Background: an optimization exercise with open tools, aiming at small area and a short achievable clock period. Do not read the settings as production practice. In this exercise RTL edits were held to simulation tests only and were not proved equivalent to the original. Power and IR drop assume default switching activity.

== run A ==
// vid_top
module vid_top #(
    parameter int H_VISIBLE = 16,
    parameter int H_FRONT   = 2,
    parameter int H_SYNC    = 4,
    parameter int H_BACK    = 2,
    parameter int V_VISIBLE = 8,
    parameter int V_FRONT   = 1,
    parameter int V_SYNC    = 2,
    parameter int V_BACK    = 1
)(
    input  wire logic           clk,
    input  wire logic           reset_i,
    input  wire logic           bus_cs_n_i,
    input  wire logic           bus_rd_nwr_i,
    input  wire logic [3:0]     bus_reg_num_i,
    input  wire logic           bus_bytesel_i,
    input  wire logic [7:0]     bus_data_i,
    output logic      [7:0]     bus_data_o,
    output logic                bus_intr_o,
    output logic      [3:0]     red_o,
    output logic      [3:0]     green_o,
    output logic      [3:0]     blue_o,
    output logic                hsync_o,
    output logic                vsync_o,
    output logic                dv_de_o
);
clock: 7.0 ns
lec_check: 0
cap_margin: 20
core_margin: 2
core_utilization: 60
cts_cluster_diameter: 50
cts_cluster_size: 30
setup_slack_margin: 4.0
slew_margin: 20
run.sh (not shown) runs the stock make flow with config.mk's settings and CLKGATE_MAP_FILE= SYNTH_SCRIPT=/design/flow/synth_recipe.tcl, a recipe that flattens the netlist after the stock synthesis.
Both conditions hold for run A: the flow ran to the end and the final layout passed the timing, DRC and antenna checks.
Here is what was changed in the inputs of run B compared with run A.
-- flow/design.v --
<<< run A, line 52
    end
end
assign rd_data_o = taps[rd_addr_i[7:3]*16 +: 16];
logic [4*16-1:0] vid_at_pos;
for (genvar r = 0; r < 4; r++) begin : g_vpos
    logic [LEN*16-1:0] c;
    assign c = vid_cand[r*LEN*16 +: LEN*16];
    assign vid_at_pos[r*16 +: 16] = c[vid_pos_i*16 +: 16];
end
assign vid_data_o = vid_at_pos[vid_ring_i*16 +: 16];
endmodule
`default_nettype wire
>>> run B, line 52
    end
end
logic [N_RING-1:0]  rd_sel;
logic [4*LEN-1:0]   vid_sel;
always_comb begin
    rd_data_o = '0;
    for (int r = 0; r < N_RING; r++) begin
        rd_sel[r] = (rd_addr_i[7:3] == 5'(r));
        rd_data_o = rd_data_o | (taps[r*16 +: 16] & {16{rd_sel[r]}});
    end
    vid_data_o = '0;
    for (int i = 0; i < 4*LEN; i++) begin
        vid_sel[i] = ({vid_ring_i, vid_pos_i} == 5'(i));
        vid_data_o = vid_data_o | (vid_cand[i*16 +: 16] & {16{vid_sel[i]}});
    end
end
endmodule
`default_nettype wire
<<< run A, line 290
logic [2:0]     vs_d;
logic [11:0]    rgb;
always_ff @(posedge clk) begin
    case (h_count[1:0])
>>> run B, line 296
logic [2:0]     vs_d;
logic [11:0]    rgb;
logic [11:0]    pal_out;
always_comb begin
    pal_out = '0;
    for (int i = 0; i < 16; i++) begin
        pal_out = pal_out | (palette[i] & {12{pix_idx == 4'(i)}});
    end
end
always_ff @(posedge clk) begin
    case (h_count[1:0])
<<< run A, line 311
        hs_d <= {hs_d[1:0], (h_count >= H_W'(H_SYNC_START)) && (h_count < H_W'(H_SYNC_START + H_SYNC))};
        vs_d <= {vs_d[1:0], (v_count >= V_W'(V_SYNC_START)) && (v_count < V_W'(V_SYNC_START + V_SYNC))};
        rgb  <= de_d[1] ? palette[pix_idx] : '0;
    end
end
>>> run B, line 324
        hs_d <= {hs_d[1:0], (h_count >= H_W'(H_SYNC_START)) && (h_count < H_W'(H_SYNC_START + H_SYNC))};
        vs_d <= {vs_d[1:0], (v_count >= V_W'(V_SYNC_START)) && (v_count < V_W'(V_SYNC_START + V_SYNC))};
        rgb  <= de_d[1] ? pal_out : '0;
    end
end
- The switching fraction of total power was comparable across run A and run B.
- Per the comparison of run B with run A, setup slack at placement +0.34 ns, insertion delay of the later-clocked pin in the worst-skew pair ~0 delta, clock period minus final worst setup slack +0.091 ns, worst hold slack ~0 delta, non-clock buffer count +82.
- Comparing run A and run B, the higher wire length is on run B.
- Against run A as the reference, run B delivers a lower worst-case setup margin in the final layout.
- On detailed-routed wire length on met2, the higher figure sits with run B, not run A.
- [compare] base=run A new=run B: share of power burned in registers went up, number of placement rows went down 1, largest voltage drop on the vdd net has increased.
- When run B is measured against run A, its growth of design area from synthesis to finish turns out 0.23 points higher.

## re-timing with driven ports
In the flow no input, the clock included, has a driving cell. The finished layouts below were timed again as built, in two steps.
Step 1 sets driving cells, clkbuf_16 on the clock port and buf_2 on the other inputs (assumed; they add their load-dependent delay and slew).
Step 2 adds t to the input delays and takes it off the output delays; t is the mean of the earliest and latest rising clock arrival at the registers after step 1. Input paths then give back, and output paths get back, about the clock's delay inside the block.
Slacks: no drivers / after step 1 / after step 2; pairs: no drivers / after step 1.
| run | shift t [ns] | setup slack, ns | hold slack, ns | worst setup path at the end | pins driven straight from the clock port |
|---|---|---|---|---|---|
| run A | 0.962 | 3.971 / 3.971 / 3.161 | 0.308 / 0.308 / 0.308 | input to register | 1 |
| run B | 0.962 | 3.880 / 3.880 / 3.295 | 0.306 / 0.306 / 0.306 | input to register | 1 |
After both steps every run listed still meets setup and hold. The setup slack of run A, which loses most, moves by 0.000 ns with the drivers and by -0.810 ns with both steps.
